From an optimization exercise on the open Yosys and OpenROAD flow, aimed at small area and a short achievable clock period; shortcuts taken in it are not production practice. In this exercise RTL edits were held to simulation tests only and were not proved equivalent to the original. Power and IR drop assume default switching activity.

===== flow/design.v =====
module weight_stream_mem #(
   parameter int DATA_W = 8,
   parameter int ADDR_W = 8,
   parameter int LANES  = 4,
   parameter int LEN_W  = ADDR_W - $clog2(LANES) + 1
) (
   input  logic                    clk,
   input  logic                    rst,
   input  logic                    trig_w,
   input  logic [ADDR_W-1:0]       abus_w,
   input  logic [DATA_W-1:0]       dbus_w,
   input  logic                    req,
   input  logic [ADDR_W-1:0]       base,
   input  logic [LEN_W-1:0]        len,
   output logic                    ack,
   output logic                    busy,
   output logic [DATA_W*LANES-1:0] dbus_r,
   output logic                    valid,
   input  logic                    ready,
   output logic                    last,
   output logic                    done
);
   localparam int LANE_B = $clog2(LANES);
   localparam int ROWS   = (1 << ADDR_W) / LANES;
   localparam int ROW_W  = (ADDR_W > LANE_B) ? ADDR_W - LANE_B : 1;
   typedef enum logic [1:0] {
      IDLE  = 2'd0,
      RUN   = 2'd1,
      FLUSH = 2'd2
   } state_t;
   state_t                  state;
   state_t                  state_nxt;
   logic [ROW_W-1:0]        row_p0;
   logic [ROW_W-1:0]        row_inc;
   logic [ROW_W-1:0]        base_row;
   logic [ROW_W-1:0]        wr_row;
   logic [ADDR_W-1:0]       wr_bank;
   logic [LEN_W-1:0]        remain;
   logic [DATA_W*LANES-1:0] rd_p0;
   logic                    accept;
   logic                    issue;
   logic                    fin;
   assign wr_bank  = abus_w & ADDR_W'(LANES - 1);
   assign wr_row   = ROW_W'(abus_w >> LANE_B);
   assign base_row = ROW_W'(base >> LANE_B);
   assign row_inc  = (row_p0 == ROW_W'(ROWS - 1)) ? '0 : row_p0 + ROW_W'(1);
   for (genvar b = 0; b < LANES; b++) begin : g_bank
      logic [DATA_W-1:0] mem [ROWS];
      always_ff @(posedge clk) begin
         if (trig_w && (wr_bank == ADDR_W'(b))) begin
            mem[wr_row] <= dbus_w;
         end
      end
      assign rd_p0[b*DATA_W +: DATA_W] = mem[row_p0];
   end
   always_ff @(posedge clk or negedge rst) begin
      if (!rst) begin
         state <= IDLE;
      end else begin
         state <= state_nxt;
      end
   end
   always_comb begin
      state_nxt = state;
      accept    = 1'b0;
      issue     = 1'b0;
      fin       = 1'b0;
      unique case (state)
         IDLE: begin
            if (req) begin
               accept    = 1'b1;
               state_nxt = (len == '0) ? FLUSH : RUN;
            end
         end
         RUN: begin
            if (!valid || ready) begin
               issue = 1'b1;
               if (remain == LEN_W'(1)) begin
                  state_nxt = FLUSH;
               end
            end
         end
         FLUSH: begin
            if (!valid || ready) begin
               fin       = 1'b1;
               state_nxt = IDLE;
            end
         end
         default: state_nxt = IDLE;
      endcase
   end
   always_ff @(posedge clk or negedge rst) begin
      if (!rst) begin
         ack    <= 1'b0;
         busy   <= 1'b0;
         done   <= 1'b0;
         row_p0 <= '0;
         remain <= '0;
      end else begin
         ack  <= accept;
         done <= fin;
         if (accept) begin
            busy <= 1'b1;
         end else if (fin) begin
            busy <= 1'b0;
         end
         if (accept) begin
            row_p0 <= base_row;
            remain <= len;
         end else if (issue) begin
            row_p0 <= row_inc;
            remain <= remain - LEN_W'(1);
         end
      end
   end
   always_ff @(posedge clk or negedge rst) begin
      if (!rst) begin
         dbus_r <= '0;
         valid  <= 1'b0;
         last   <= 1'b0;
      end else if (issue) begin
         dbus_r <= rd_p0;
         valid  <= 1'b1;
         last   <= (remain == LEN_W'(1));
      end else if (valid && ready) begin
         valid  <= 1'b0;
         last   <= 1'b0;
      end
   end
endmodule

===== flow/run.sh =====
#!/bin/bash
# synth_recipe.tcl (not shown) runs the flow's synth.tcl, then flattens the netlist and writes it again
# the make line also repeats each setting of config.mk as NAME=value (left out here)
make -C /OpenROAD-flow-scripts/flow DESIGN_CONFIG=/design/flow/config.mk WORK_HOME=/design/flow/orfs CLKGATE_MAP_FILE= SYNTH_SCRIPT=/design/flow/synth_recipe.tcl finish

===== flow/config.mk =====
export PLATFORM = sky130hd
export DESIGN_NAME = weight_stream_mem
export DESIGN_NICKNAME = weight_stream_mem
export VERILOG_FILES = /design/flow/design.v
export SDC_FILE = /design/flow/constraint.sdc
export NUM_CORES = 4
export LEC_CHECK = 0
export CAP_MARGIN = 20
export CORE_MARGIN = 2
export CORE_UTILIZATION = 40
export SLEW_MARGIN = 20

===== flow/constraint.sdc =====
create_clock -name core_clock -period 4.0 [get_ports {clk}]
set_input_delay 0.8000 -clock core_clock [delete_from_list [all_inputs] [get_ports {clk}]]
set_output_delay 0.8000 -clock core_clock [all_outputs]
set_load 0.01 [all_outputs]

==> results of run 1 <==
==> power breakdown <==
group	leakage [uW]	internal, uW	switching (uW)
Clock	0.00309	10200	8120
Combinational	0.00806	6900	9480
Sequential	0.0190	24500	531
Total	0.0302	41600	18100
==> layer usage <==
| layer | part of all wire [%] | vias up | track usage, % |
|---|---|---|---|
| li1 | - | 17600 | - |
| met1 | 41 | 21700 | 26.7 |
| met2 | 50 | 1403 | 32.9 |
| met3 | 6.6 | 286 | 3.50 |
| met4 | 2.3 | 10 | 4.94 |
| met5 | 0.031 | - | 0 |
==> cells by family after synthesis <==
group                      share of synthesized area [%]
DFF                                                 77.2
xor gates and xnor gates                          0.0108
buffers and inverters                               1.51
and+or+nand+nor                                     3.12
muxes                                               14.7
adders and majority gates                         0.0462
AOI/OAI and AO/OA                                   3.42
==> placed cells by master (no fill, tap or decap), drive strengths merged, types with 45 or more instances in the layout <==
| master | netlist | layout |
|---|---|---|
| dfrtp | 52 | 52 |
| a21oi | 126 | 126 |
| o21ai | 45 | 45 |
| edfxtp | 2048 | 2048 |
| a22oi | 64 | 64 |
| clkbuf | 114 | 259 |
| buf | 130 | 396 |
| nand2 | 225 | 225 |
| clkinv | 2 | 99 |
| o22ai | 115 | 115 |
| mux4 | 418 | 418 |
| nor2 | 341 | 341 |
| mux2i | 241 | 241 |
| clkdlybuf4s50 | 0 | 61 |
==> synth_stat cells (4+ instances only) <==
cell | count | area, sq um
sky130_fd_sc_hd__buf_1 | 15 | 56.3
sky130_fd_sc_hd__nand2_1 | 225 | 845
sky130_fd_sc_hd__buf_4 | 23 | 173
sky130_fd_sc_hd__a22oi_1 | 64 | 480
sky130_fd_sc_hd__dfrtp_1 | 52 | 1300
sky130_fd_sc_hd__mux4_2 | 418 | 9410
sky130_fd_sc_hd__edfxtp_1 | 2048 | 61500
sky130_fd_sc_hd__nor3b_1 | 7 | 52.6
sky130_fd_sc_hd__and3b_1 | 4 | 35.0
sky130_fd_sc_hd__mux2_2 | 8 | 90.1
sky130_fd_sc_hd__buf_6 | 14 | 158
sky130_fd_sc_hd__o41ai_1 | 28 | 245
sky130_fd_sc_hd__mux2i_1 | 241 | 2410
sky130_fd_sc_hd__nor2b_1 | 7 | 43.8
sky130_fd_sc_hd__o22ai_1 | 115 | 719
sky130_fd_sc_hd__and3_1 | 4 | 25.0
sky130_fd_sc_hd__nor2_1 | 341 | 1280
sky130_fd_sc_hd__nor3_1 | 11 | 55.1
sky130_fd_sc_hd__a32oi_1 | 4 | 35.0
sky130_fd_sc_hd__a31oi_1 | 30 | 188
sky130_fd_sc_hd__a21oi_1 | 126 | 631
sky130_fd_sc_hd__clkbuf_1 | 114 | 428
sky130_fd_sc_hd__nand3_1 | 12 | 60.1
sky130_fd_sc_hd__o21ai_0 | 45 | 225
sky130_fd_sc_hd__buf_2 | 78 | 390
sky130_fd_sc_hd__nand2b_1 | 4 | 25.0
==> registers in the layout, indices dropped and copies added (netlist names), 2 cells and up <==
| signal | flops |
|---|---|
| remain | 7 |
| g_bank.mem | 2048 |
| dbus_r | 32 |
| state | 2 |
| row_p0 | 6 |
==> per-stage QoR <==
stage               util [%]  instance area [sq um]  worst slack (ps)
floorplan                  -                  81300              1460
global placement        43.4                  87600               446
detailed placement      43.4                  87600               369
CTS                     46.5                  94000               728
global route            46.5                  94000               623
finish                  46.5                  94000               722
==> worst max-delay path by stage <==
stage / startpoint / end / slack, ps / cells after the start
final: row_p0[1]$_DFFE_PN0P_ / dbus_r[7]$_DFFE_PN0P_ / 720 / 7
after global routing: row_p0[0]$_DFFE_PN0P_ / dbus_r[21]$_DFFE_PN0P_ / 620 / 8
after CTS: row_p0[1]$_DFFE_PN0P_ / dbus_r[7]$_DFFE_PN0P_ / 730 / 7
after detailed placement: abus_w[5] / g_bank[3].mem[0][1]$_DFFE_PP_ / 370 / 4
after global placement: abus_w[5] / g_bank[3].mem[0][1]$_DFFE_PP_ / 450 / 4
after floorplan: abus_w[6] / g_bank[0].mem[20][0]$_DFFE_PP_ / 1460 / 4
==> worst reg2reg max path: stages, from the launching register on <==
cell,delay [ps]
sky130_fd_sc_hd__dfrtp_4,660
sky130_fd_sc_hd__buf_12,440
sky130_fd_sc_hd__buf_12,560
sky130_fd_sc_hd__mux4_2,440
sky130_fd_sc_hd__mux2i_1,250
sky130_fd_sc_hd__o22ai_1,210
sky130_fd_sc_hd__a21oi_1,410
sky130_fd_sc_hd__o21ai_0,150
==> final cells by class <==
type / count / area [sq um] / share of cell area [%]
diodes: 3 / 7.51 / 0.00799
flip-flops and latches: 2100 / 62800 / 66.8
inverters: 6 / 25.0 / 0.0266
clock inverters: 119 / 967 / 1.03
well taps: 2672 / 3340 / 3.56
repair buffers: 463 / 4140 / 4.40
clock buffers: 254 / 5330 / 5.68
multi-input cells: 1743 / 17300 / 18.5
==> timing repair <==
action	4_1_cts	5_1_grt
hold buffers	1	0
hold endpoints to repair	8	0
endpoints found under the setup margin	0	0
==> impl_summary.txt, run 1 <==
----------------------------------------------------
[Die]
  Std-Cell Core Area ... 202000 sq um
  Die Width ... 455 microns
  Site Rows ... 165
  Starting density of the core ... 40.2%
  Vertical die dimension ... 455 microns
  I/O pins ... 73
  Area of the die ... 207000 sq um

[Timing]
  Hold Slack ... 486 ps
  Final sum of negative setup slack ... 0 ps
  Setup Viol. Count Final ... 0
  Worst slew pin tran ... 1160 ps
  Minimum period implied by the final worst setup slack ... 3280 ps
  Period utilisation layout ... 82.0%
  Count of endpoints failing hold in the final timing report ... 0
  Setup repair after global routing missed its margin ... false
  Headroom to the max-slew limit ... 21.3%
  Worst setup skew after layout ... 33.0 ps
  Number of max-slew violations in the final report ... 0
  Maximum clock rate ... 305 MHz

[Power and ir drop]
  Static power due to leakage ... 0.0302 uW
  IR Drop Worst-Case VDD ... 0.472 mV
  Design Power ... 59700 uW
  Ratio of total power to cell area ... 635 nW/um^2

[Cells and area]
  Filler-free cell count of the finished design ... 7360
  Share of post-route cells with drive strength above 1 ... 24.0%
  Layout overhead on the synthesized area ... 15.6%
  Total of fill cells in the finished design ... 16800
  Final Net Count ... 4556

[Routing]
  WL/cell ... 27.7 microns
  Post-route DRC ... 0
  Starting DRC count in detailed routing ... 4460
  Antenna Violating Nets Remaining ... 0
  Wire length reported by the detailed router ... 204000 microns
  Total number of vias ... 41000
  Via-to-Cell Ratio ... 5.57
  Pre-antenna DRT Iters ... 5

[Critical path]
  Crit path arrival time ... 3970 ps
  FF-to-FF End ... dbus_r[7]$_DFFE_PN0P_
  Worst stage delay on the critical path ... 660 ps
  Cell with the largest stage delay on the worst path ... sky130_fd_sc_hd__dfrtp_4
  Class of the most critical setup path ... reg2reg
  Cell-by-cell listing of the critical path ... buf_12 > buf_12 > mux4_2 > mux2i_1 > o22ai_1 > a21oi_1 > o21ai_0
  Crit path required time ... 4690 ps
  Worst Path Buf+Inv ... 2
  Worst reg2reg path depth ... 7
  Setup slack of the worst register-to-register path ... 720 ps
  Startpoint types ... flip-flop
  Critical-path maximum fanout ... 72
  Cell seen most often among critical-path stages ... sky130_fd_sc_hd__buf_12
  Family with the most delay on the worst path ... buffers and inverters
  Reg-to-Reg Start ... row_p0[1]$_DFFE_PN0P_
  Endpoint class of the critical path ... flip-flop

[Synthesis]
  Post-synth cell types ... 54
  Sequential area share after synthesis ... 77.2%
  Netlist Area Pre-Place ... 81300 sq um
  Gate Count Post-Synth ... 4093
  Number of flops mapped to enable cells by yosys ... 2048
  Synthesis warning total ... 1
  Fraction of registers with async set/reset ... 2.48%
  Average cell area after synthesis ... 19.9 sq um
  Register bit total from synthesis ... 2100
  Syn_nets ... 4132
  Commonest register cell after synthesis ... sky130_fd_sc_hd__edfxtp_1

[Min path]
  Start point of the worst min-delay path ... dbus_w[3]
  Hold path depth ... 1
  Hold WC Path Type ... in2reg
  Worst min-delay path endpoint ... g_bank[0].mem[49][3]$_DFFE_PP_

[Placed design]
  Final weighted congestion in routability-driven placement ... 0.836
  Total of buffers placed on input and output ports ... 70
  Number of cells in the design after placement ... 6983
  Sum of net half-perimeters after detailed placement ... 131000 microns

[Global routing]
  Total congestion overflow ... 0
  Total track usage ... 19.6%
  Number of global-route vias before repair ... 41600
  Number of antenna violations at the first check in global routing ... 12
  First-pass GRT wire length ... 294000 microns
  Maximum number of pins on one net before global-route repair ... 134

[Clock network]
  CTS Buf Count ... 203
  CTS tree ... built
  Post-CTS resize count ... 0
  Worst-path clk slew ... 60 ps
  Insertion delay of the later-clocked pin in the worst-skew pair ... 840 ps
  Cell at the root of the clock tree ... sky130_fd_sc_hd__clkbuf_16
  Maximum level of the CTS H-tree ... 4
  Longest Clk Path Bufs ... 3
  Clock sink count ... 2100
  Post-CTS setup repair buffer count ... 0

[Outcome]
  Outcome ... no timing/DRC/antenna violations

[Run]
  Maxcap violations ... 0

----------------------------------------------------
==> run 2: changes to the inputs <==
--- a/flow/config.mk
+++ b/flow/config.mk
@@ -9,3 +9,6 @@
 export CORE_MARGIN = 2
-export CORE_UTILIZATION = 40
+export CORE_UTILIZATION = 50
+export CTS_CLUSTER_DIAMETER = 70
+export CTS_CLUSTER_SIZE = 25
+export SETUP_SLACK_MARGIN = 1.9
 export SLEW_MARGIN = 20
==> run 2 against run 1 <==
Against the previous run: die area down 20%; combinational power up 38%; clock power down about 20%; total power up 4.3%; clock-buffer cell count down 110; synthesized cell count unchanged; sequential power about the same.
==> impl_summary.txt, run 2 <==
----------------------------------------------------
[Outcome]
  Outcome ... no timing/DRC/antenna violations

[Timing]
  Period utilisation layout ... 63.7% (-18 points)
  Number of max-slew violations in the final report ... 0 (unchanged)
  Minimum period implied by the final worst setup slack ... 2550 ps (-731 ps)
  Maximum clock rate ... 393 MHz (+29%)
  Smallest setup slack after layout ... 1450 ps (+731 ps)
  Worst setup skew after layout ... 22.4 ps (-10.6 ps)
  Setup Viol. Count Final ... 0 (unchanged)
  Hold Slack ... 31.9 ps (-454 ps)
  Headroom to the max-slew limit ... 29.4% (+8.1 points)
  Count of endpoints failing hold in the final timing report ... 0 (unchanged)
  Final sum of negative setup slack ... 0 ps (unchanged)
  Setup repair after global routing missed its margin ... true
  Worst slew pin tran ... 1060 ps (-106 ps)

[Power and ir drop]
  Psw ... 20400 uW (+13%)
  Static power due to leakage ... 0.0306 uW (+1.4%)
  IR Drop Worst-Case VDD ... 0.474 mV (+0.35%)
  Fraction of power consumed by the clock network ... 23.6% (-7.1 points)
  Ratio of total power to cell area ... 640 nW/um^2 (+0.78%)
  Comb pwr share ... 36.5% (+9.1 points)
  Internal power consumption ... 41900 uW (+0.68%)
  Sequential share of power ... 39.9% (-1.9 points)
  Switching Fraction ... 32.8% (+2.4 points)
  Design Power ... 62300 uW (+4.3%)

[Cells and area]
  Multi-input gate area in the final layout ... 20600 sq um (+19%)
  Register with the most flip-flops ... g_bank.mem
  Largest registers ranked by flip-flop count ... g_bank.mem x2048, dbus_r x32, remain x7
  Total of fill cells in the finished design ... 11400 (-32%)
  Commonest cells after routing, fill and taps aside ... sky130_fd_sc_hd__edfxtp_1 (2048), sky130_fd_sc_hd__mux4_2 (418), sky130_fd_sc_hd__buf_4 (282), sky130_fd_sc_hd__mux2i_1 (196), sky130_fd_sc_hd__nor2_4 (192)
  Most common cell after layout, fill and taps aside ... sky130_fd_sc_hd__edfxtp_1
  Final Net Count ... 4558 (+0.044%)
  Share of post-route cells with drive strength above 1 ... 37.3% (+13 points)
  Number of flip-flops under the largest register name ... 2048 (unchanged)
  Layout overhead on the synthesized area ... 19.6%
  Area taken by flip-flops and latches ... 62800 sq um (about the same)
  Post-Route Utilization ... 60.4% (+14 points)

[Global routing]
  Number of global-route vias before repair ... 41600 (+0.024%)
  Number of antenna violations at the first check in global routing ... 5 (-7)
  First-pass GRT wire length ... 303000 microns (+3.2%)
  Total congestion overflow ... 0 (unchanged)
  Total track usage ... 25.6% (+6.0 points)
  Maximum number of pins on one net before global-route repair ... 142 (+6.0%)

[Synthesis]
  Commonest register cell after synthesis ... sky130_fd_sc_hd__edfxtp_1
  Leading area contributor after synthesis ... sky130_fd_sc_hd__edfxtp_1
  Post-synth cell types ... 54 (unchanged)
  Sequential area share after synthesis ... 77.2% (unchanged)
  Commonest cells in the netlist ... sky130_fd_sc_hd__edfxtp_1 (2048), sky130_fd_sc_hd__mux4_2 (418), sky130_fd_sc_hd__nor2_1 (341)
  Leading post-synthesis cells by cell area ... sky130_fd_sc_hd__edfxtp_1 (76%), sky130_fd_sc_hd__mux4_2 (12%), sky130_fd_sc_hd__mux2i_1 (3.0%), sky130_fd_sc_hd__dfrtp_1 (1.6%), sky130_fd_sc_hd__nor2_1 (1.6%)
  Proportion of netlist area held by the largest area contributor ... 75.6% (unchanged)
  Fraction of registers with async set/reset ... 2.48% (unchanged)
  Synthesis warning total ... 1 (unchanged)
  Register bit total from synthesis ... 2100 (unchanged)
  Netlist Area Pre-Place ... 81300 sq um (unchanged)
  Most frequent cell after synthesis ... sky130_fd_sc_hd__edfxtp_1
  Syn_nets ... 4132 (unchanged)
  Average cell area after synthesis ... 19.9 sq um (unchanged)
  Number of flops mapped to enable cells by yosys ... 2048 (unchanged)
  Gate Count Post-Synth ... 4093 (unchanged)

[Critical path]
  Class of the most critical setup path ... reg2reg
  Worst Path Buf+Inv ... 4 (+2)
  Startpoint types ... flip-flop
  Crit path arrival time ... 3210 ps (-760 ps)
  Cell with the largest stage delay on the worst path ... sky130_fd_sc_hd__dfrtp_4
  Cell seen most often among critical-path stages ... sky130_fd_sc_hd__buf_12
  Worst stage delay on the critical path ... 500 ps (-160 ps)
  Endpoint class of the critical path ... flip-flop
  Critical-path maximum fanout ... 8 (-89%)
  Family with the most delay on the worst path ... buffers and inverters
  Cell-by-cell listing of the critical path ... buf_12 > buf_16 > buf_12 > clkbuf_16 > mux4_2 > mux2i_1 > o22ai_2 > a21oi_2 > o21ai_1
  Crit path required time ... 4670 ps (-20 ps)

[Routing]
  Starting DRC count in detailed routing ... 4260 (-4.5%)
  Total number of vias ... 41600 (+1.4%)
  Wire length reported by the detailed router ... 215000 microns (+5.6%)
  Post-route DRC ... 0 (unchanged)
  Antenna Violating Nets Remaining ... 0 (unchanged)
  Via-to-Cell Ratio ... 6.12 (+10%)
  Pre-antenna DRT Iters ... 5 (unchanged)
  WL/cell ... 31.7 microns (+15%)

[Min path]
  Hold WC Path Type ... in2async

[Clock network]
  CTS tree ... built
  Cell at the root of the clock tree ... sky130_fd_sc_hd__clkbuf_16
  Insertion delay of the later-clocked pin in the worst-skew pair ... 790 ps (-50 ps)
  Longest Clk Path Bufs ... 3 (unchanged)
  CTS Buf Count ... 130 (-36%)
  Worst-path clk slew ... 100 ps (+40 ps)
  Clock sink count ... 2100 (unchanged)
  CTS Hold Buffers Added ... 0 (-1)
  Maximum level of the CTS H-tree ... 4 (unchanged)

[Die]
  Die Width ... 407 microns (-10%)
  Starting density of the core ... 50.5% (+10 points)
  Site Rows ... 147 (-11%)
  I/O pins ... 73 (unchanged)
  Vertical die dimension ... 407 microns (-10%)
  Area of the die ... 166000 sq um (-20%)
  Std-Cell Core Area ... 161000 sq um (-20%)

[Placed design]
  Sum of net half-perimeters after detailed placement ... 129000 microns (-1.5%)
  Final weighted congestion in routability-driven placement ... 0.862 (+3.2%)
  Pre-CTS WS ... 391 ps (+22.1 ps)
  Total of buffers placed on input and output ports ... 70 (unchanged)

[Run]
  Maxcap violations ... 0 (unchanged)

----------------------------------------------------
run 2: cell count changes in the layout (fill, tap and decap cells not counted), sizes merged, moves of 4 or more:
cell | before | now
bufbuf | 0 | 7
buf | 396 | 493
dlygate4sd2 | 0 | 4
inv | 12 | 45
bufinv | 12 | 6
clkbuf | 259 | 157
clkinvlp | 2 | 9
clkdlybuf4s50 | 61 | 15
clkinv | 99 | 36
run 2: area by class of cell:
| type | instances | share of cell area [%] |
|---|---|---|
| multi-input combinational | 1744 | 21.2 |
| timing repair inverter | 1 | 0.00900 |
| timing repair buffer | 536 | 6.85 |
| tap | 2160 | 2.78 |
| inverter | 6 | 0.0399 |
| clock buffer | 144 | 3.58 |
| sequential | 2100 | 64.6 |
| antenna | 5 | 0.0129 |
| clock inverter | 89 | 0.947 |
run 2: worst paths after layout:
check | end | slack [ps] | depth (start not counted) | start
max | dbus_r[5]$_DFFE_PN0P_ | 1450 | 9 | row_p0[0]$_DFFE_PN0P_
min | dbus_r[0]$_DFFE_PN0P_ | 30 | 1 | rst
max reg2reg | dbus_r[5]$_DFFE_PN0P_ | 1450 | 9 | row_p0[0]$_DFFE_PN0P_
min reg2reg | remain[6]$_DFFE_PN0P_ | 530 | 2 | remain[6]$_DFFE_PN0P_
max in group asynchronous | dbus_r[11]$_DFFE_PN0P_ | 3110 | 2 | rst
min in group core_clock | g_bank[3].mem[16][2]$_DFFE_PP_ | 470 | 1 | dbus_w[2]
run 2: power groups by stage:
stage	Combinational (uW)	Sequential (uW)	Clock, uW
global route	23700	24900	15700
floorplan	10600	25100	0
global placement	16500	25600	0
finish	22700	24900	14700
detailed placement	16600	25500	0
CTS	21200	24900	14900
run 2: cells by family after synthesis:
family                     share of synthesized area [%]
muxes                                               14.7
DFF                                                 77.2
xor gates and xnor gates                          0.0108
AOI/OAI and AO/OA                                   3.42
buffers and inverters                               1.51
adders and majority gates                         0.0462
and+or+nand+nor                                     3.12
run 2: metal layers:
metal  vias up  part of all wire, %  global-route usage, %
li1      17600                    -                      -
met1     22200                   41                   36.0
met2      1528                   49                   41.8
met3       263                  7.1                   4.32
met4         0                  2.7                   7.16
met5         -                    0                      0
run 2: repair_timing:
action / in CTS / in global routing
endpoints found under the setup margin: 2122 / 1015
pin swaps: 71 / 63
setup buffers: 129 / 42
gates cloned: 29 / 11
resized for setup: 733 / 173
run 2: metrics by stage:
step,cell area [sq um],cells
global placement,86800,6336
finish,97300,6785
global route,97300,6784
floorplan,82100,4093
CTS,95900,6727
detailed placement,86800,6336
==> run 3: changes to the inputs <==
--- a/flow/config.mk
+++ b/flow/config.mk
@@ -9,6 +9,8 @@
 export CORE_MARGIN = 2
-export CORE_UTILIZATION = 50
+export CORE_UTILIZATION = 70
 export CTS_CLUSTER_DIAMETER = 70
 export CTS_CLUSTER_SIZE = 25
+export PLACE_DENSITY = 0.8
 export SETUP_SLACK_MARGIN = 1.9
 export SLEW_MARGIN = 20
+export TNS_END_PERCENT = 10
==> run 3 against run 2 <==
Against the previous run: still clean; synthesized cell count is the same; die area down 28%; total power down 3.9%; sequential power barely moved; combinational power decreased by 2%; fmax is 6.4% lower; via count up 6.1%; cell area down 3.8%; core utilization increased by 20 points; non-clock buffer count shrank 98; critical endpoint is now dbus_r[9]$_DFFE_PN0P_; largest cell class unchanged; largest power group unchanged.
==> impl_summary.txt, run 3 <==
----------------------------------------------------
[Synthesis]
  Leading post-synthesis cells by cell area ... sky130_fd_sc_hd__edfxtp_1 (76%), sky130_fd_sc_hd__mux4_2 (12%), sky130_fd_sc_hd__mux2i_1 (3.0%), sky130_fd_sc_hd__dfrtp_1 (1.6%), sky130_fd_sc_hd__nor2_1 (1.6%)
  Sequential area share after synthesis ... 77.2% (unchanged)
  Fraction of registers with async set/reset ... 2.48% (unchanged)
  Post-synth cell types ... 54 (unchanged)
  Synthesis warning total ... 1 (unchanged)
  Netlist Area Pre-Place ... 81300 sq um (unchanged)
  Commonest register cell after synthesis ... sky130_fd_sc_hd__edfxtp_1
  Syn_nets ... 4132 (unchanged)
  Most frequent cell after synthesis ... sky130_fd_sc_hd__edfxtp_1
  Register bit total from synthesis ... 2100 (unchanged)
  Commonest cells in the netlist ... sky130_fd_sc_hd__edfxtp_1 (2048), sky130_fd_sc_hd__mux4_2 (418), sky130_fd_sc_hd__nor2_1 (341)
  Leading area contributor after synthesis ... sky130_fd_sc_hd__edfxtp_1
  Number of flops mapped to enable cells by yosys ... 2048 (unchanged)
  Proportion of netlist area held by the largest area contributor ... 75.6% (unchanged)
  Average cell area after synthesis ... 19.9 sq um (unchanged)
  Gate Count Post-Synth ... 4093 (unchanged)

[Timing]
  Count of endpoints failing hold in the final timing report ... 0 (unchanged)
  Final sum of negative setup slack ... 0 ps (unchanged)
  Maximum clock rate ... 367 MHz (-6.4%)
  Headroom to the max-slew limit ... 26.9% (-2.5 points)
  Smallest setup slack after layout ... 1280 ps (-175 ps)
  Hold Slack ... 233 ps (+201 ps)
  Number of max-slew violations in the final report ... 0 (unchanged)
  Worst setup skew after layout ... 33.1 ps (+10.7 ps)
  Setup repair after global routing missed its margin ... true
  Worst slew pin tran ... 1100 ps (+37.7 ps)
  Minimum period implied by the final worst setup slack ... 2720 ps (+175 ps)
  Setup Viol. Count Final ... 0 (unchanged)
  Period utilisation layout ... 68.1% (+4.4 points)

[Power and ir drop]
  Internal power consumption ... 39900 uW (-4.7%)
  Comb pwr share ... 37.1% (+0.6 points)
  IR Drop Worst-Case VDD ... 0.653 mV (+38%)
  Psw ... 19900 uW (-2.5%)
  Switching Fraction ... 33.3% (+0.50 points)
  Static power due to leakage ... 0.0295 uW (-3.7%)
  Fraction of power consumed by the clock network ... 21.2% (-2.4 points)
  Sequential share of power ... 41.7% (+1.8 points)
  Ratio of total power to cell area ... 639 nW/um^2 (-0.17%)

[Die]
  I/O pins ... 73 (unchanged)
  Die Width ... 345 microns (-15%)
  Starting density of the core ... 70.3% (+20 points)
  Vertical die dimension ... 345 microns (-15%)
  Std-Cell Core Area ... 116000 sq um (-28%)
  Area of the die ... 119000 sq um (-28%)
  Site Rows ... 125 (-15%)

[Routing]
  Post-route DRC ... 0 (unchanged)
  Total number of vias ... 44100 (+6.1%)
  Pre-antenna DRT Iters ... 6 (+1)
  Via-to-Cell Ratio ... 7.34 (+20%)
  Antenna Violating Nets Remaining ... 0 (unchanged)
  WL/cell ... 36.8 microns (+16%)
  Starting DRC count in detailed routing ... 7390 (+73%)
  Wire length reported by the detailed router ... 221000 microns (+2.7%)

[Outcome]
  Outcome ... no timing/DRC/antenna violations

[Placed design]
  Total of buffers placed on input and output ports ... 70 (unchanged)
  Sum of net half-perimeters after detailed placement ... 118000 microns (-8.5%)
  Pre-CTS WS ... 492 ps (+101 ps)
  Final weighted congestion in routability-driven placement ... 0.886 (+2.7%)
  Number of cells in the design after placement ... 5650 (-11%)

[Cells and area]
  Commonest cells after routing, fill and taps aside ... sky130_fd_sc_hd__edfxtp_1 (2048), sky130_fd_sc_hd__mux4_2 (418), sky130_fd_sc_hd__buf_4 (226), sky130_fd_sc_hd__mux2i_1 (211), sky130_fd_sc_hd__nand2_1 (176)
  Register with the most flip-flops ... g_bank.mem
  Share of post-route cells with drive strength above 1 ... 33.4% (-3.9 points)
  Total of fill cells in the finished design ... 5089 (-55%)
  Number of flip-flops under the largest register name ... 2048 (unchanged)
  Most common cell after layout, fill and taps aside ... sky130_fd_sc_hd__edfxtp_1
  Filler-free cell count of the finished design ... 6002 (-12%)
  Largest registers ranked by flip-flop count ... g_bank.mem x2048, dbus_r x32, remain x7
  Layout overhead on the synthesized area ... 15.1%
  Final Net Count ... 4436 (-2.7%)

[Clock network]
  Cell at the root of the clock tree ... sky130_fd_sc_hd__clkbuf_16
  Longest Clk Path Bufs ... 3 (unchanged)
  CTS Hold Buffers Added ... 0 (unchanged)
  CTS Buf Count ... 106 (-18%)
  CTS tree ... built
  Clock sink count ... 2100 (unchanged)
  Insertion delay of the later-clocked pin in the worst-skew pair ... 760 ps (-30 ps)
  Worst-path clk slew ... 90 ps (about the same)
  Maximum level of the CTS H-tree ... 3 (-1)

[Global routing]
  Maximum number of pins on one net before global-route repair ... 135 (-4.9%)
  First-pass GRT wire length ... 303000 microns (about the same)
  Number of antenna violations at the first check in global routing ... 12 (+7)
  Number of global-route vias before repair ... 43300 (+4.1%)
  Total congestion overflow ... 0 (unchanged)
  Total track usage ... 36.5% (+11 points)

[Critical path]
  Class of the most critical setup path ... reg2reg
  Crit path arrival time ... 3350 ps (+140 ps)
  Endpoint class of the critical path ... flip-flop
  Origin of the worst setup path ... row_p0[0]$_DFFE_PN0P_
  Worst reg2reg path depth ... 10 (+1)
  Critical-path maximum fanout ... 11 (+3)
  Crit path required time ... 4620 ps (-50 ps)
  Startpoint types ... flip-flop
  Setup slack of the worst register-to-register path ... 1280 ps (-180 ps)
  Reg-to-Reg Start ... row_p0[0]$_DFFE_PN0P_
  FF-to-FF End ... dbus_r[9]$_DFFE_PN0P_

[Run]
  Maxcap violations ... 0 (unchanged)

[Min path]
  Hold WC Path Type ... in2async

----------------------------------------------------
## run 3: changes by cell type in the layout (fill, tap and decap cells not counted), moves of 20 or more
cell                        before  now
sky130_fd_sc_hd__nor2_4        192   67
sky130_fd_sc_hd__nor2_2         29  121
sky130_fd_sc_hd__buf_4         282  226
sky130_fd_sc_hd__clkbuf_16     147  114
sky130_fd_sc_hd__nor2_1        120  153
sky130_fd_sc_hd__a21oi_1        64   36
sky130_fd_sc_hd__buf_12         85   60
sky130_fd_sc_hd__clkbuf_1        4   24
sky130_fd_sc_hd__o22ai_2        41   21
## run 3: how the worst max path moves through the flow
stage          slack [ps]                              to  cells past startpoint
3_3_place_gp          530  g_bank[3].mem[15][1]$_DFFE_PP_                      4
6_report             1280           dbus_r[9]$_DFFE_PN0P_                     10
3_5_place_dp          490  g_bank[1].mem[12][3]$_DFFE_PP_                      4
2_1_floorplan        1630  g_bank[0].mem[10][0]$_DFFE_PP_                      4
5_1_grt              1270          dbus_r[24]$_DFFE_PN0P_                     10
4_1_cts              1360           dbus_r[4]$_DFFE_PN0P_                     10
## run 3: per-stage QoR
stage / total power, uW / utilization [%] / instance area, sq um
floorplan: 35700 / - / 81800
global placement: 41000 / 73.6 / 85200
detailed placement: 41300 / 73.6 / 85200
CTS: 58200 / 80.2 / 92800
global route: 61000 / 80.9 / 93600
finish: 59800 / 80.9 / 93600
## run 3: repair_timing
| item | 4_1_cts | 5_1_grt |
|---|---|---|
| gates cloned | 33 | 2 |
| gates resized for setup | 552 | 155 |
| setup endpoints to repair | 2122 | 2089 |
| buffers inserted | 105 | 23 |
| pin swaps | 113 | 46 |
## run 3: worst max-delay path, cell delays in order, from the launching register on
cell                      delay (ps)
sky130_fd_sc_hd__dfrtp_4         520
sky130_fd_sc_hd__buf_4           160
sky130_fd_sc_hd__buf_12          150
sky130_fd_sc_hd__buf_4           170
sky130_fd_sc_hd__buf_16          160
sky130_fd_sc_hd__mux2i_1         170
sky130_fd_sc_hd__o22ai_1         140
sky130_fd_sc_hd__o41ai_2         550
sky130_fd_sc_hd__a31oi_1         150
sky130_fd_sc_hd__a21oi_4         280
sky130_fd_sc_hd__o21ai_2         130
## run 3: power by group through the flow
| stage | clock [uW] | combinational (uW) | sequential, uW |
|---|---|---|---|
| floorplan | 0 | 10600 | 25100 |
| global placement | 0 | 15600 | 25500 |
| detailed placement | 0 | 15800 | 25500 |
| CTS | 12500 | 20800 | 24900 |
| global route | 13300 | 22700 | 25000 |
| finish | 12700 | 22200 | 25000 |
## run 3: cell type report
cell class | instances | area, sq um | share of cell area (%)
Antenna cell | 3 | 7.51 | 0.00802
Timing Repair Buffer | 438 | 5460 | 5.84
Clock buffer | 138 | 2920 | 3.12
Inverter | 6 | 35.0 | 0.0374
Sequential cell | 2100 | 62800 | 67.1
Clock inverter | 48 | 553 | 0.591
Multi-Input combinational cell | 1745 | 19900 | 21.2
Tap cell | 1524 | 1910 | 2.04
## run 3: logic make-up (layout without fill, tap and decap cells)
group / after synthesis / in the layout / synth area share (%)
AO/OA/AOI/OAI: 440 / 440 / 3.42
XOR/XNOR: 1 / 1 / 0.0108
adder cells (fa/ha/maj): 3 / 3 / 0.0462
buffers and inverters: 250 / 630 / 1.51
flip-flops: 2100 / 2100 / 77.2
multiplexers: 667 / 667 / 14.7
other: 0 / 3 / 0
AND/OR/NAND/NOR: 632 / 634 / 3.12
## run 3: metal layers
layer	up-vias	share of wire, %	routed length (microns)	GRT usage [%]
met4	16	5.1	11300	15.9
met1	22300	33	72200	49.4
met2	3791	48	105000	56.5
met5	-	0.044	97	0
li1	17200	-	-	-
met3	682	14	31900	10.6
==> run 4: changes to the inputs <==
--- a/flow/config.mk
+++ b/flow/config.mk
@@ -9,6 +9,6 @@
 export CORE_MARGIN = 2
-export CORE_UTILIZATION = 70
+export CORE_UTILIZATION = 60
 export CTS_CLUSTER_DIAMETER = 70
 export CTS_CLUSTER_SIZE = 25
-export PLACE_DENSITY = 0.8
+export PLACE_DENSITY = 0.72
 export SETUP_SLACK_MARGIN = 1.9
==> run 4 against run 3 <==
Against the previous run: still clean on timing, DRC and antenna; sequential share of layout area hardly changed; sequential power hardly changed; global-route usage is 7.5 points lower; synthesized area stayed put.
==> impl_summary.txt, run 4 <==
----------------------------------------------------
[Placed design]
  Sum of net half-perimeters after detailed placement ... 119000 microns (+0.84%)
  Area post-placement ... 85500 sq um (+0.34%)
  Total of buffers placed on input and output ports ... 70 (unchanged)
  Final weighted congestion in routability-driven placement ... 0.873 (-1.5%)

[Clock network]
  Longest Clk Path Bufs ... 3 (unchanged)
  CTS Hold Buffers Added ... 0 (unchanged)
  CTS Buf Count ... 111 (+4.7%)
  CTS tree ... built
  Clock sink count ... 2100 (unchanged)
  Insertion delay of the later-clocked pin in the worst-skew pair ... 770 ps (about the same)
  Maximum level of the CTS H-tree ... 3 (unchanged)
  Cell at the root of the clock tree ... sky130_fd_sc_hd__clkbuf_16
  Worst-path clk slew ... 90 ps (about the same)

[Synthesis]
  Commonest register cell after synthesis ... sky130_fd_sc_hd__edfxtp_1
  Most frequent cell after synthesis ... sky130_fd_sc_hd__edfxtp_1
  Number of flops mapped to enable cells by yosys ... 2048 (unchanged)
  Syn_nets ... 4132 (unchanged)
  Register bit total from synthesis ... 2100 (unchanged)
  Synthesis warning total ... 1 (unchanged)
  Average cell area after synthesis ... 19.9 sq um (unchanged)
  Post-synth cell types ... 54 (unchanged)
  Sequential area share after synthesis ... 77.2% (unchanged)
  Proportion of netlist area held by the largest area contributor ... 75.6% (unchanged)
  Gate Count Post-Synth ... 4093 (unchanged)
  Commonest cells in the netlist ... sky130_fd_sc_hd__edfxtp_1 (2048), sky130_fd_sc_hd__mux4_2 (418), sky130_fd_sc_hd__nor2_1 (341)
  Leading area contributor after synthesis ... sky130_fd_sc_hd__edfxtp_1
  Leading post-synthesis cells by cell area ... sky130_fd_sc_hd__edfxtp_1 (76%), sky130_fd_sc_hd__mux4_2 (12%), sky130_fd_sc_hd__mux2i_1 (3.0%), sky130_fd_sc_hd__dfrtp_1 (1.6%), sky130_fd_sc_hd__nor2_1 (1.6%)
  Fraction of registers with async set/reset ... 2.48% (unchanged)
  Netlist Area Pre-Place ... 81300 sq um (unchanged)

[Timing]
  Setup Viol. Count Final ... 0 (unchanged)
  Count of endpoints failing hold in the final timing report ... 0 (unchanged)
  Worst slew pin tran ... 1100 ps (+1.02 ps)
  Headroom to the max-slew limit ... 26.8% (-0.068 points)
  Number of max-slew violations in the final report ... 0 (unchanged)
  Period utilisation layout ... 64.6% (-3.5 points)
  Final sum of negative setup slack ... 0 ps (unchanged)
  Setup repair after global routing missed its margin ... true
  Worst setup skew after layout ... 35.5 ps (+2.40 ps)
  Maximum clock rate ... 387 MHz (+5.4%)
  Minimum period implied by the final worst setup slack ... 2580 ps (-139 ps)

[Power and ir drop]
  Static power due to leakage ... 0.0293 uW (-0.77%)
  Ratio of total power to cell area ... 622 nW/um^2 (-2.7%)
  IR Drop Worst-Case VDD ... 0.399 mV (-39%)

[Global routing]
  Number of global-route vias before repair ... 40800 (-5.7%)
  Maximum number of pins on one net before global-route repair ... 134 (-0.74%)
  First-pass GRT wire length ... 285000 microns (-5.9%)
  Number of antenna violations at the first check in global routing ... 8 (-4)
  Total congestion overflow ... 0 (unchanged)
  Total track usage ... 29.0% (-7.5 points)

[Critical path]
  Startpoint types ... flip-flop
  Crit path arrival time ... 3240 ps (-110 ps)
  Worst reg2reg path depth ... 10 (unchanged)
  Family with the most delay on the worst path ... compound AO/OA/AOI/OAI gates
  Cell with the largest stage delay on the worst path ... sky130_fd_sc_hd__dfrtp_4
  Endpoint class of the critical path ... flip-flop
  Setup slack of the worst register-to-register path ... 1420 ps (+140 ps)
  Cell-by-cell listing of the critical path ... buf_12 > buf_16 > buf_4 > buf_16 > mux2i_2 > o22ai_2 > o41ai_2 > a31oi_1 > a21oi_2 > o21ai_1
  Class of the most critical setup path ... reg2reg
  Worst Path Buf+Inv ... 4 (unchanged)
  FF-to-FF End ... dbus_r[2]$_DFFE_PN0P_
  Critical-path maximum fanout ... 11 (unchanged)
  Reg-to-Reg Start ... row_p0[0]$_DFFE_PN0P_
  Worst stage delay on the critical path ... 530 ps (-20 ps)
  Cell seen most often among critical-path stages ... sky130_fd_sc_hd__buf_16
  Crit path required time ... 4660 ps (+40 ps)

[Cells and area]
  Layout overhead on the synthesized area ... 15.1% (about the same)
  Register with the most flip-flops ... g_bank.mem
  Most common cell after layout, fill and taps aside ... sky130_fd_sc_hd__edfxtp_1
  Multi-input gate area in the final layout ... 20000 sq um (+0.74%)
  Total of fill cells in the finished design ... 7954 (+56%)
  Commonest cells after routing, fill and taps aside ... sky130_fd_sc_hd__edfxtp_1 (2048), sky130_fd_sc_hd__mux4_2 (418), sky130_fd_sc_hd__mux2i_1 (208), sky130_fd_sc_hd__buf_4 (184), sky130_fd_sc_hd__nand2_1 (172)
  Post-route design area ... 93600 sq um (about the same)
  Largest registers ranked by flip-flop count ... g_bank.mem x2048, dbus_r x32, remain x7
  Final Net Count ... 4390 (-1.0%)
  Number of flip-flops under the largest register name ... 2048 (unchanged)
  Share of post-route cells with drive strength above 1 ... 32.5% (-0.87 points)
  Area taken by flip-flops and latches ... 62800 sq um (about the same)

[Die]
  I/O pins ... 73 (unchanged)
  Die Width ... 372 microns (+7.9%)
  Area of the die ... 138000 sq um (+16%)
  Vertical die dimension ... 372 microns (+7.9%)
  Starting density of the core ... 60.2% (-10 points)
  Std-Cell Core Area ... 135000 sq um (+17%)
  Site Rows ... 135 (+8.0%)

[Routing]
  Starting DRC count in detailed routing ... 5957 (-19%)
  Via-to-Cell Ratio ... 6.72 (-8.4%)
  Post-route DRC ... 0 (unchanged)
  WL/cell ... 32.3 microns (-12%)
  Pre-antenna DRT Iters ... 6 (unchanged)
  Total number of vias ... 41800 (-5.2%)
  Wire length reported by the detailed router ... 201000 microns (-9.1%)
  Antenna Violating Nets Remaining ... 0 (unchanged)

[Run]
  Maxcap violations ... 0 (unchanged)

[Min path]
  Hold WC Path Type ... in2async

[Outcome]
  Outcome ... no timing/DRC/antenna violations

----------------------------------------------------
run 4: cell counts after synthesis:
Identical to the previous run, type by type.
run 4: per-stage QoR:
| step | instances | utilization, % | total power (uW) | hold WS (ps) | worst slack, ps |
|---|---|---|---|---|---|
| floorplan | 4093 | - | 35700 | 465 | 1630 |
| detailed placement | 5900 | 63.4 | 41500 | 505 | 395 |
| global route | 6213 | 69.4 | 59900 | 202 | 1430 |
| CTS | 6178 | 68.4 | 57400 | 136 | 1450 |
| finish | 6215 | 69.4 | 58200 | 170 | 1420 |
| global placement | 5900 | 63.4 | 41400 | 485 | 487 |
run 4: how the worst max path moves through the flow:
stage | startpoint | endpoint | slack, ps | cells past startpoint
after global placement | abus_w[7] | g_bank[3].mem[48][5]$_DFFE_PP_ | 490 | 4
after detailed placement | abus_w[7] | g_bank[3].mem[48][6]$_DFFE_PP_ | 390 | 4
after global routing | row_p0[0]$_DFFE_PN0P_ | dbus_r[2]$_DFFE_PN0P_ | 1430 | 10
after CTS | abus_w[5] | g_bank[3].mem[58][2]$_DFFE_PP_ | 1450 | 4
final | row_p0[0]$_DFFE_PN0P_ | dbus_r[2]$_DFFE_PN0P_ | 1420 | 10
after floorplan | abus_w[0] | g_bank[0].mem[10][0]$_DFFE_PP_ | 1630 | 4
run 4: final cells by class:
cell class              instances  area share [%]
well taps                    1781            2.38
clock inverters                69           0.807
multi-input cells            1747            21.4
repair buffers                385            5.18
clock buffers                 125            3.10
inverters                       6          0.0374
diodes                          2         0.00535
flip-flops and latches       2100            67.1
run 4: cell families (layout without fill, tap and decap cells):
kind of cell    after synthesis  in the layout  share of synthesized area, %
flops                      2100           2100                          77.2
simple gates                632            636                          3.12
other cells                   0              2                             0
fa+ha+maj                     3              3                        0.0462
compound gates              440            440                          3.42
xor+xnor                      1              1                        0.0108
buf+inv                     250            585                          1.51
mux                         667            667                          14.7
run 4: timing repair:
item	CTS	global route
cloned	25	4
pin swaps	41	45
gates resized for setup	480	197
setup endpoints to repair	2062	2102
buffers inserted	59	31
run 4: worst reg2reg max path: stages, from the launching register on:
cell and delay, ps:
sky130_fd_sc_hd__dfrtp_4 530, sky130_fd_sc_hd__buf_12 200, sky130_fd_sc_hd__buf_16 180, sky130_fd_sc_hd__buf_4 170
sky130_fd_sc_hd__buf_16 160, sky130_fd_sc_hd__mux2i_2 270, sky130_fd_sc_hd__o22ai_2 120, sky130_fd_sc_hd__o41ai_2 330
sky130_fd_sc_hd__a31oi_1 100, sky130_fd_sc_hd__a21oi_2 280, sky130_fd_sc_hd__o21ai_1 120
run 4: where the power goes:
| group | switching [uW] | total (uW) | internal, uW |
|---|---|---|---|
| Combinational | 11200 | 20300 | 9110 |
| Clock | 7210 | 13000 | 5770 |
| Sequential | 542 | 25000 | 24400 |
| Total | 18900 | 58200 | 39300 |
run 4: routing by layer:
| layer | routed length (microns) | track usage, % | vias up |
|---|---|---|---|
| li1 | - | - | 17200 |
| met1 | 78100 | 43.6 | 21900 |
| met2 | 93400 | 43.6 | 2408 |
| met3 | 23300 | 6.23 | 338 |
| met4 | 6130 | 8.42 | 10 |
| met5 | 86 | 0 | - |
==> run 5: changes to the inputs <==
--- a/flow/config.mk
+++ b/flow/config.mk
@@ -13,4 +13,3 @@
 export PLACE_DENSITY = 0.72
-export SETUP_SLACK_MARGIN = 1.9
+export SETUP_SLACK_MARGIN = 1.6
 export SLEW_MARGIN = 20
-export TNS_END_PERCENT = 10
==> run 5 against run 4 <==
Against the previous run: worst setup slack got worse by 50 ps; fmax decreased by 1.9%; sequential share of layout area decreased by 0.84 points; synthesized area unchanged; still clean; sequential cell count unchanged; register-to-register slack got worse by 50 ps; critical path depth decreased by 4; final cell count increased by 3.6%; global-route usage increased by 0.46 points; largest cell class unchanged; non-clock buffer count increased by 219; sequential power about the same; critical path type unchanged.
==> impl_summary.txt, run 5 <==
----------------------------------------------------
[Outcome]
  Outcome ... no timing/DRC/antenna violations

[Global routing]
  Total track usage ... 29.5% (+0.46 points)
  Number of global-route vias before repair ... 41300 (+1.1%)
  Total congestion overflow ... 0 (unchanged)
  Number of antenna violations at the first check in global routing ... 12 (+4)
  First-pass GRT wire length ... 289000 microns (+1.6%)
  Maximum number of pins on one net before global-route repair ... 137 (+2.2%)

[Synthesis]
  Commonest cells in the netlist ... sky130_fd_sc_hd__edfxtp_1 (2048), sky130_fd_sc_hd__mux4_2 (418), sky130_fd_sc_hd__nor2_1 (341)
  Number of flops mapped to enable cells by yosys ... 2048 (unchanged)
  Most frequent cell after synthesis ... sky130_fd_sc_hd__edfxtp_1
  Leading area contributor after synthesis ... sky130_fd_sc_hd__edfxtp_1
  Post-synth cell types ... 54 (unchanged)
  Average cell area after synthesis ... 19.9 sq um (unchanged)
  Sequential area share after synthesis ... 77.2% (unchanged)
  Register bit total from synthesis ... 2100 (unchanged)
  Syn_nets ... 4132 (unchanged)
  Synthesis warning total ... 1 (unchanged)
  Proportion of netlist area held by the largest area contributor ... 75.6% (unchanged)
  Fraction of registers with async set/reset ... 2.48% (unchanged)
  Gate Count Post-Synth ... 4093 (unchanged)
  Commonest register cell after synthesis ... sky130_fd_sc_hd__edfxtp_1
  Netlist Area Pre-Place ... 81300 sq um (unchanged)
  Leading post-synthesis cells by cell area ... sky130_fd_sc_hd__edfxtp_1 (76%), sky130_fd_sc_hd__mux4_2 (12%), sky130_fd_sc_hd__mux2i_1 (3.0%), sky130_fd_sc_hd__dfrtp_1 (1.6%), sky130_fd_sc_hd__nor2_1 (1.6%)

[Timing]
  Maximum clock rate ... 380 MHz (-1.9%)
  Headroom to the max-slew limit ... 24.5% (-2.3 points)
  Number of max-slew violations in the final report ... 0 (unchanged)
  Period utilisation layout ... 65.8% (+1.2 points)
  Count of endpoints failing hold in the final timing report ... 0 (unchanged)
  Setup repair after global routing missed its margin ... true
  Setup Viol. Count Final ... 0 (unchanged)
  Worst setup skew after layout ... 51.4 ps (+15.9 ps)
  Final sum of negative setup slack ... 0 ps (unchanged)
  Worst slew pin tran ... 1130 ps (+34.9 ps)
  Minimum period implied by the final worst setup slack ... 2630 ps (+50.0 ps)

[Die]
  Starting density of the core ... 60.2% (unchanged)
  Die Width ... 372 microns (unchanged)
  Area of the die ... 138000 sq um (unchanged)
  Std-Cell Core Area ... 135000 sq um (unchanged)
  Vertical die dimension ... 372 microns (unchanged)
  I/O pins ... 73 (unchanged)
  Site Rows ... 135 (unchanged)

[Placed design]
  Sum of net half-perimeters after detailed placement ... 123000 microns (+3.5%)
  Final weighted congestion in routability-driven placement ... 0.867 (-0.60%)
  Total of buffers placed on input and output ports ... 70 (unchanged)
  Area post-placement ... 86400 sq um (+1.0%)

[Critical path]
  Critical-path maximum fanout ... 38 (+27)
  Class of the most critical setup path ... reg2reg
  Crit path arrival time ... 3300 ps (+60 ps)
  Worst stage delay on the critical path ... 630 ps (+100 ps)
  Cell with the largest stage delay on the worst path ... sky130_fd_sc_hd__dfrtp_4
  Endpoint class of the critical path ... flip-flop
  Startpoint types ... flip-flop
  Crit path required time ... 4660 ps (about the same)
  Cell-by-cell listing of the critical path ... inv_12 > buf_4 > mux2i_1 > o22ai_4 > a21oi_4 > o21ai_0

[Clock network]
  Cell at the root of the clock tree ... sky130_fd_sc_hd__clkbuf_16
  Maximum level of the CTS H-tree ... 3 (unchanged)
  CTS Hold Buffers Added ... 0 (unchanged)
  CTS Buf Count ... 111 (unchanged)
  CTS tree ... built
  Clock sink count ... 2100 (unchanged)
  Insertion delay of the later-clocked pin in the worst-skew pair ... 790 ps (+20 ps)
  Longest Clk Path Bufs ... 3 (unchanged)
  Worst-path clk slew ... 90 ps (about the same)

[Routing]
  WL/cell ... 32.0 microns (-1.1%)
  Via-to-Cell Ratio ... 6.65 (-1.1%)
  Pre-antenna DRT Iters ... 6 (unchanged)
  Starting DRC count in detailed routing ... 6446 (+8.2%)
  Wire length reported by the detailed router ... 206000 microns (+2.4%)
  Post-route DRC ... 0 (unchanged)
  Antenna Violating Nets Remaining ... 0 (unchanged)
  Total number of vias ... 42800 (+2.5%)

[Cells and area]
  Number of flip-flops under the largest register name ... 2048 (unchanged)
  Commonest cells after routing, fill and taps aside ... sky130_fd_sc_hd__edfxtp_1 (2048), sky130_fd_sc_hd__mux4_2 (418), sky130_fd_sc_hd__buf_4 (395), sky130_fd_sc_hd__nor2_1 (300), sky130_fd_sc_hd__nand2_1 (204)
  Share of post-route cells with drive strength above 1 ... 32.2% (-0.26 points)
  Most common cell after layout, fill and taps aside ... sky130_fd_sc_hd__edfxtp_1
  Total of fill cells in the finished design ... 7912 (-0.53%)
  Register with the most flip-flops ... g_bank.mem
  Layout overhead on the synthesized area ... 16.6%
  Post-route design area ... 94800 sq um (+1.3%)
  Largest registers ranked by flip-flop count ... g_bank.mem x2048, dbus_r x32, remain x7
  Post-Route Utilization ... 70.3% (+0.88 points)
  Final Net Count ... 4607 (+4.9%)

[Min path]
  Hold WC Path Type ... in2async

[Power and ir drop]
  IR Drop Worst-Case VDD ... 0.469 mV (+18%)
  Ratio of total power to cell area ... 638 nW/um^2 (+2.5%)
  Static power due to leakage ... 0.0304 uW (+4.0%)

[Run]
  Maxcap violations ... 0 (unchanged)

----------------------------------------------------
run 5: cell counts after synthesis:
Identical to the previous run, type by type.
run 5: worst paths after layout:
path	startpoint	to	slack, ps	depth (start not counted)
worst max-delay path	row_p0[2]$_DFFE_PN0P_	dbus_r[17]$_DFFE_PN0P_	1370	6
worst min-delay path	rst	remain[3]$_DFFE_PN0P_	70	1
min in group core_clock	dbus_r[1]$_DFFE_PN0P_	dbus_r[1]$_DFFE_PN0P_	500	2
worst max register to register	row_p0[2]$_DFFE_PN0P_	dbus_r[17]$_DFFE_PN0P_	1370	6
worst min register to register	dbus_r[1]$_DFFE_PN0P_	dbus_r[1]$_DFFE_PN0P_	500	2
max in group asynchronous	rst	dbus_r[16]$_DFFE_PN0P_	3000	2
run 5: through the flow:
stage               worst slack (ps)  hold WS [ps]  std cells  total power, uW
finish                          1370          74.4       6439            60500
global route                    1320           133       6438            62100
CTS                             1400          70.7       6381            58700
detailed placement               231           485       6080            41800
global placement                 253           461       6080            41600
floorplan                       1470           465       4093            35700
run 5: final cells by class:
| class | instances | area [sq um] | area share [%] |
|---|---|---|---|
| Tap cell | 1781 | 2230 | 2.35 |
| Clock buffer | 129 | 2940 | 3.10 |
| Antenna cell | 1 | 2.50 | 0.00264 |
| Timing Repair Buffer | 604 | 6460 | 6.81 |
| Multi-Input combinational cell | 1745 | 19400 | 20.5 |
| Sequential cell | 2100 | 62800 | 66.3 |
| Inverter | 6 | 35.0 | 0.0369 |
| Clock inverter | 73 | 917 | 0.967 |
run 5: cells by family (layout without fill, tap and decap cells):
group | count (synthesis) | after routing | share of synthesized area (%)
AND/OR/NAND/NOR | 632 | 634 | 3.12
other | 0 | 1 | 0
adder cells (fa/ha/maj) | 3 | 3 | 0.0462
AO/OA/AOI/OAI | 440 | 440 | 3.42
XOR/XNOR | 1 | 1 | 0.0108
buffers and inverters | 250 | 812 | 1.51
flip-flops | 2100 | 2100 | 77.2
multiplexers | 667 | 667 | 14.7
run 5: repair_timing:
item                        CTS  global route
gates cloned                 23             9
gates resized for setup     442           173
pin swaps                    42            65
setup endpoints to repair  1722           435
buffers inserted             76            47
run 5: worst max-delay path: cells and delay by family, from the launching register on:
family	cells	cell delay, ps
flops	1	630
mux	1	390
compound gates	3	540
buf+inv	2	860
run 5: report_power, final:
| part | internal, uW | switching, uW | total (uW) |
|---|---|---|---|
| clock network | 6150 | 7220 | 13400 |
| logic | 9960 | 12100 | 22100 |
| registers | 24400 | 550 | 25000 |
| total | 40600 | 19900 | 60500 |
run 5: per-layer routing:
layer | wire (microns) | vias up | track usage (%)
met1 | 79800 | 22400 | 44.1
li1 | - | 17600 | -
met2 | 96000 | 2531 | 44.1
met3 | 24100 | 306 | 6.61
met5 | 126 | - | 0
met4 | 5780 | 18 | 8.88
==> run 6: changes to the inputs <==
==> flow/design.v (replaced) <==
module weight_stream_mem #(
   parameter int DATA_W = 8,
   parameter int ADDR_W = 8,
   parameter int LANES  = 4,
   parameter int LEN_W  = ADDR_W - $clog2(LANES) + 1
) (
   input  logic                    clk,
   input  logic                    rst,
   input  logic                    trig_w,
   input  logic [ADDR_W-1:0]       abus_w,
   input  logic [DATA_W-1:0]       dbus_w,
   input  logic                    req,
   input  logic [ADDR_W-1:0]       base,
   input  logic [LEN_W-1:0]        len,
   output logic                    ack,
   output logic                    busy,
   output logic [DATA_W*LANES-1:0] dbus_r,
   output logic                    valid,
   input  logic                    ready,
   output logic                    last,
   output logic                    done
);
   localparam int LANE_B = $clog2(LANES);
   localparam int ROWS   = (1 << ADDR_W) / LANES;
   localparam int ROW_W  = (ADDR_W > LANE_B) ? ADDR_W - LANE_B : 1;
   logic              wq_en;
   logic [ADDR_W-1:0] wq_a;
   logic [DATA_W-1:0] wq_d;
   always_ff @(posedge clk) begin
      wq_en <= trig_w;
      wq_a  <= abus_w;
      wq_d  <= dbus_w;
   end
   logic [ROW_W-1:0]        wq_row;
   logic [LANE_B-1:0]       wq_lane;
   assign wq_row  = ROW_W'(wq_a >> LANE_B);
   assign wq_lane = wq_a[LANE_B-1:0];
   logic                    run;       
   logic [ROW_W-1:0]        row_p0;
   logic [LEN_W-1:0]        remain;
   logic                    free;
   logic                    accept;
   logic                    issue;
   logic                    fin;
   logic [DATA_W*LANES-1:0] rd_p0;
   assign free   = !valid || ready;
   assign accept = !busy && req;
   assign issue  = run && free;
   assign fin    = busy && !run && free;
   always_ff @(posedge clk or negedge rst) begin
      if (!rst) begin
         ack    <= 1'b0;
         busy   <= 1'b0;
         done   <= 1'b0;
         run    <= 1'b0;
         row_p0 <= '0;
         remain <= '0;
      end else begin
         ack  <= accept;
         done <= fin;
         if (accept) begin
            busy <= 1'b1;
         end else if (fin) begin
            busy <= 1'b0;
         end
         if (accept) begin
            run <= (len != '0);
         end else if (issue && remain == LEN_W'(1)) begin
            run <= 1'b0;
         end
         if (accept) begin
            row_p0 <= ROW_W'(base >> LANE_B);
            remain <= len;
         end else if (issue) begin
            row_p0 <= row_p0 + ROW_W'(1);
            remain <= remain - LEN_W'(1);
         end
      end
   end
   for (genvar b = 0; b < LANES; b++) begin : g_bank
      logic [DATA_W-1:0] mem [ROWS];
      always_ff @(posedge clk) begin
         if (wq_en && (wq_lane == LANE_B'(b))) begin
            mem[wq_row] <= wq_d;
         end
      end
      assign rd_p0[b*DATA_W +: DATA_W] =
         (wq_en && wq_lane == LANE_B'(b) && wq_row == row_p0) ? wq_d : mem[row_p0];
   end
   always_ff @(posedge clk or negedge rst) begin
      if (!rst) begin
         dbus_r <= '0;
         valid  <= 1'b0;
         last   <= 1'b0;
      end else if (issue) begin
         dbus_r <= rd_p0;
         valid  <= 1'b1;
         last   <= (remain == LEN_W'(1));
      end else if (valid && ready) begin
         valid  <= 1'b0;
         last   <= 1'b0;
      end
   end
endmodule
--- a/flow/config.mk
+++ b/flow/config.mk
@@ -9,7 +9,3 @@
 export CORE_MARGIN = 2
-export CORE_UTILIZATION = 60
-export CTS_CLUSTER_DIAMETER = 70
-export CTS_CLUSTER_SIZE = 25
-export PLACE_DENSITY = 0.72
-export SETUP_SLACK_MARGIN = 1.6
+export CORE_UTILIZATION = 40
 export SLEW_MARGIN = 20
==> run 6 against run 5 <==
Against the previous run: synthesized area grew 1.3%; core utilization decreased by 24 points; combinational power decreased by 21%; cell area shrank 0.94%; global-route usage decreased by 9.1 points; still clean on timing, DRC and antenna; worst hold slack improved by 3.3 ps; largest power group unchanged.
==> impl_summary.txt, run 6 <==
----------------------------------------------------
[Critical path]
  Cell with the largest stage delay on the worst path ... sky130_fd_sc_hd__dfxtp_1
  Class of the most critical setup path ... reg2reg
  Crit path required time ... 4480 ps (-180 ps)
  Cell-by-cell listing of the critical path ... buf_4 > nor3b_1 > nand2_1 > nor2_1
  Endpoint class of the critical path ... flip-flop
  Critical-path maximum fanout ... 8 (-79%)
  Startpoint types ... flip-flop
  Crit path arrival time ... 3990 ps (+690 ps)
  Worst stage delay on the critical path ... 840 ps (+210 ps)

[Die]
  Area of the die ... 209000 sq um (+51%)
  Std-Cell Core Area ... 205000 sq um (+52%)
  Vertical die dimension ... 458 microns (+23%)
  Site Rows ... 166 (+23%)
  I/O pins ... 73 (unchanged)
  Starting density of the core ... 40.2% (-20 points)
  Die Width ... 458 microns (+23%)

[Cells and area]
  Commonest cells after routing, fill and taps aside ... sky130_fd_sc_hd__edfxtp_1 (2048), sky130_fd_sc_hd__mux4_2 (480), sky130_fd_sc_hd__nor2_1 (275), sky130_fd_sc_hd__mux2i_1 (263), sky130_fd_sc_hd__clkbuf_16 (217)
  Share of post-route cells with drive strength above 1 ... 23.2% (-9.0 points)
  Final Net Count ... 4268 (-7.4%)
  Post-Route Utilization ... 45.9% (-24 points)
  Number of flip-flops under the largest register name ... 2048 (unchanged)
  Most common cell after layout, fill and taps aside ... sky130_fd_sc_hd__edfxtp_1
  Largest registers ranked by flip-flop count ... g_bank.mem x2048, dbus_r x32
  Layout overhead on the synthesized area ... 14.1%
  Register with the most flip-flops ... g_bank.mem

[Routing]
  Wire length reported by the detailed router ... 214000 microns (+4.1%)
  Starting DRC count in detailed routing ... 4549 (-29%)
  Post-route DRC ... 0 (unchanged)
  Antenna Violating Nets Remaining ... 0 (unchanged)
  Via-to-Cell Ratio ... 5.68 (-15%)
  Total number of vias ... 40200 (-6.0%)
  Pre-antenna DRT Iters ... 6 (unchanged)
  WL/cell ... 30.2 microns (-5.4%)

[Min path]
  Hold WC Path Type ... in2async

[Synthesis]
  Post-Synth XOR/XNOR Area ... 0.181% (+0.17 points)
  Proportion of netlist area held by the largest area contributor ... 74.7% (-0.95 points)
  Leading area contributor after synthesis ... sky130_fd_sc_hd__edfxtp_1
  Average cell area after synthesis ... 20.9 sq um (+5.2%)
  Number of flops mapped to enable cells by yosys ... 2048 (unchanged)
  Most frequent cell after synthesis ... sky130_fd_sc_hd__edfxtp_1
  Post-synthesis share of cell area spent on full adders, half adders and majority gates ... 0.0456% (-0.00058 points)
  Share of the synthesized area in compound gates (AO/OA/AOI/OAI) ... 2.46% (-0.96 points)
  Syn_nets ... 3978 (-3.7%)
  Netlist Area Pre-Place ... 82300 sq um (+1.3%)
  Post-Synth Simple-Gate Area ... 2.66% (-0.46 points)
  Commonest register cell after synthesis ... sky130_fd_sc_hd__edfxtp_1
  Gate Count Post-Synth ... 3939 (-3.8%)
  Sequential area share after synthesis ... 76.7% (-0.59 points)
  Register bit total from synthesis ... 2116 (+0.76%)
  Synthesis warning total ... 1 (unchanged)
  Post-synth cell types ... 51 (-5.6%)
  Leading post-synthesis cells by cell area ... sky130_fd_sc_hd__edfxtp_1 (75%), sky130_fd_sc_hd__mux4_2 (13%), sky130_fd_sc_hd__mux2i_1 (3.2%), sky130_fd_sc_hd__dfrtp_1 (1.5%), sky130_fd_sc_hd__nor2_1 (1.3%)
  Main combinational cell family by area after synthesis ... multiplexers
  Fraction of registers with async set/reset ... 2.41% (-0.066 points)
  Multiplexer share of the synthesized area ... 16.3% (+1.7 points)
  Commonest cells in the netlist ... sky130_fd_sc_hd__edfxtp_1 (2048), sky130_fd_sc_hd__mux4_2 (480), sky130_fd_sc_hd__nor2_1 (277)

[Power and ir drop]
  Sequential share of power ... 41.3% (about the same)
  Internal power consumption ... 42600 uW (+5.1%)
  Static power due to leakage ... 0.0295 uW (-3.2%)
  Switching Fraction ... 30.8% (-2.1 points)
  Ratio of total power to cell area ... 656 nW/um^2 (+2.9%)
  Psw ... 19000 uW (-4.5%)
  IR Drop Worst-Case VDD ... 0.544 mV (+16%)
  Fraction of power consumed by the clock network ... 30.4% (+8.3 points)
  Comb pwr share ... 28.3% (-8.2 points)

[Timing]
  Headroom to the max-slew limit ... 27.2% (+2.7 points)
  Setup repair after global routing missed its margin ... false
  Final sum of negative setup slack ... 0 ps (unchanged)
  Period utilisation layout ... 87.7% (+22 points)
  Number of max-slew violations in the final report ... 0 (unchanged)
  Worst setup skew after layout ... 32.8 ps (-18.6 ps)
  Worst slew pin tran ... 1090 ps (-40.1 ps)
  Count of endpoints failing hold in the final timing report ... 0 (unchanged)
  Minimum period implied by the final worst setup slack ... 3510 ps (+876 ps)
  Setup Viol. Count Final ... 0 (unchanged)
  Maximum clock rate ... 285 MHz (-25%)

[Clock network]
  Post-CTS setup repair buffer count ... 0 (-100%)
  Maximum level of the CTS H-tree ... 4 (+1)
  Worst-path clk slew ... 60 ps (-30 ps)
  Post-CTS resize count ... 0 (-100%)
  CTS Hold Buffers Added ... 0 (unchanged)
  CTS Buf Count ... 211 (+90%)
  CTS tree ... built
  Longest Clk Path Bufs ... 3 (unchanged)
  Insertion delay of the later-clocked pin in the worst-skew pair ... 870 ps (+80 ps)
  Cell at the root of the clock tree ... sky130_fd_sc_hd__clkbuf_16
  Clock sink count ... 2116 (+0.76%)

[Run]
  Maxcap violations ... 0 (unchanged)

[Placed design]
  Final weighted congestion in routability-driven placement ... 1.00 (+15%)
  Total of buffers placed on input and output ports ... 70 (unchanged)
  Sum of net half-perimeters after detailed placement ... 137000 microns (+11%)

[Global routing]
  First-pass GRT wire length ... 303000 microns (+4.7%)
  Total track usage ... 20.3% (-9.1 points)
  Maximum number of pins on one net before global-route repair ... 137 (unchanged)
  Number of antenna violations at the first check in global routing ... 7 (-5)
  Number of global-route vias before repair ... 40400 (-2.1%)
  Total congestion overflow ... 0 (unchanged)

[Outcome]
  Outcome ... no timing/DRC/antenna violations

----------------------------------------------------
==> run 6: worst max-delay path, delay by kind of cell (launching register included) <==
kind | cells | cell delay [ps]
flops | 1 | 840
buf+inv | 1 | 320
simple gates | 3 | 1940
==> run 6: stage by stage <==
stage / instance area (sq um) / setup slack, ps / total power (uW) / hold slack, ps / instances
after floorplan: 82400 / 1350 / 36700 / 482 / 3939
after global placement: 87500 / 657 / 43400 / 492 / 6704
after detailed placement: 87500 / 632 / 43400 / 500 / 6704
after CTS: 93900 / 609 / 62000 / 41.7 / 7083
after global routing: 93900 / 410 / 63500 / 108 / 7084
final: 93900 / 491 / 61600 / 77.7 / 7085
==> run 6: per-layer routing <==
| layer | vias to the layer above | wire length (microns) | global-route usage [%] |
|---|---|---|---|
| met3 | 333 | 13700 | 3.48 |
| met2 | 1478 | 103000 | 32.2 |
| met1 | 21600 | 89300 | 28.2 |
| met5 | - | 23 | 0 |
| li1 | 16900 | - | - |
| met4 | 4 | 8450 | 7.94 |
==> run 6: path summary, 6_finish.rpt <==
path                                         from                              to  slack, ps  cells past startpoint
min in group core_clock                 dbus_w[1]                 wq_d[1]$_DFF_P_        380                      1
setup reg to reg                  wq_a[5]$_DFF_P_  g_bank[1].mem[15][3]$_DFFE_PP_        490                      4
setup / recovery                  wq_a[5]$_DFF_P_  g_bank[1].mem[15][3]$_DFFE_PP_        490                      4
hold reg to reg            dbus_r[10]$_DFFE_PN0P_          dbus_r[10]$_DFFE_PN0P_        530                      2
hold / removal                                rst          dbus_r[16]$_DFFE_PN0P_         80                      1
max in group asynchronous                     rst           dbus_r[4]$_DFFE_PN0P_       3090                      2
==> run 6: kinds of logic after synthesis <==
kind of cell,after synthesis
AOI/OAI and AO/OA,293
xor gates and xnor gates,17
adders and majority gates,3
buffers and inverters,245
DFF,2116
muxes,744
and+or+nand+nor,521
==> run 6: area by class of cell <==
cell class,count,area (sq um)
fill,16900,111000
sequential,2116,63200
multi-input combinational,1578,17900
clock buffer,280,5680
tap,2688,3360
timing repair buffer,317,3030
clock inverter,99,756
inverter,5,18.8
antenna,2,5.00
==> run 6: power by group through the flow <==
| stage | Sequential (uW) | Combinational, uW | Clock (uW) |
|---|---|---|---|
| after CTS | 25500 | 17500 | 19000 |
| after floorplan | 25500 | 11200 | 0 |
| after detailed placement | 25900 | 17500 | 0 |
| after global placement | 25900 | 17400 | 0 |
| final | 25500 | 17400 | 18700 |
| after global routing | 25400 | 18300 | 19800 |

Setup slack of run 6, layout unchanged: 0.491 ns with ideal ports, 0.491 ns with driving cells assumed (clock clkbuf_16, inputs buf_2), 0.491 ns with port delays also shifted by the 0.922 ns mid clock arrival.
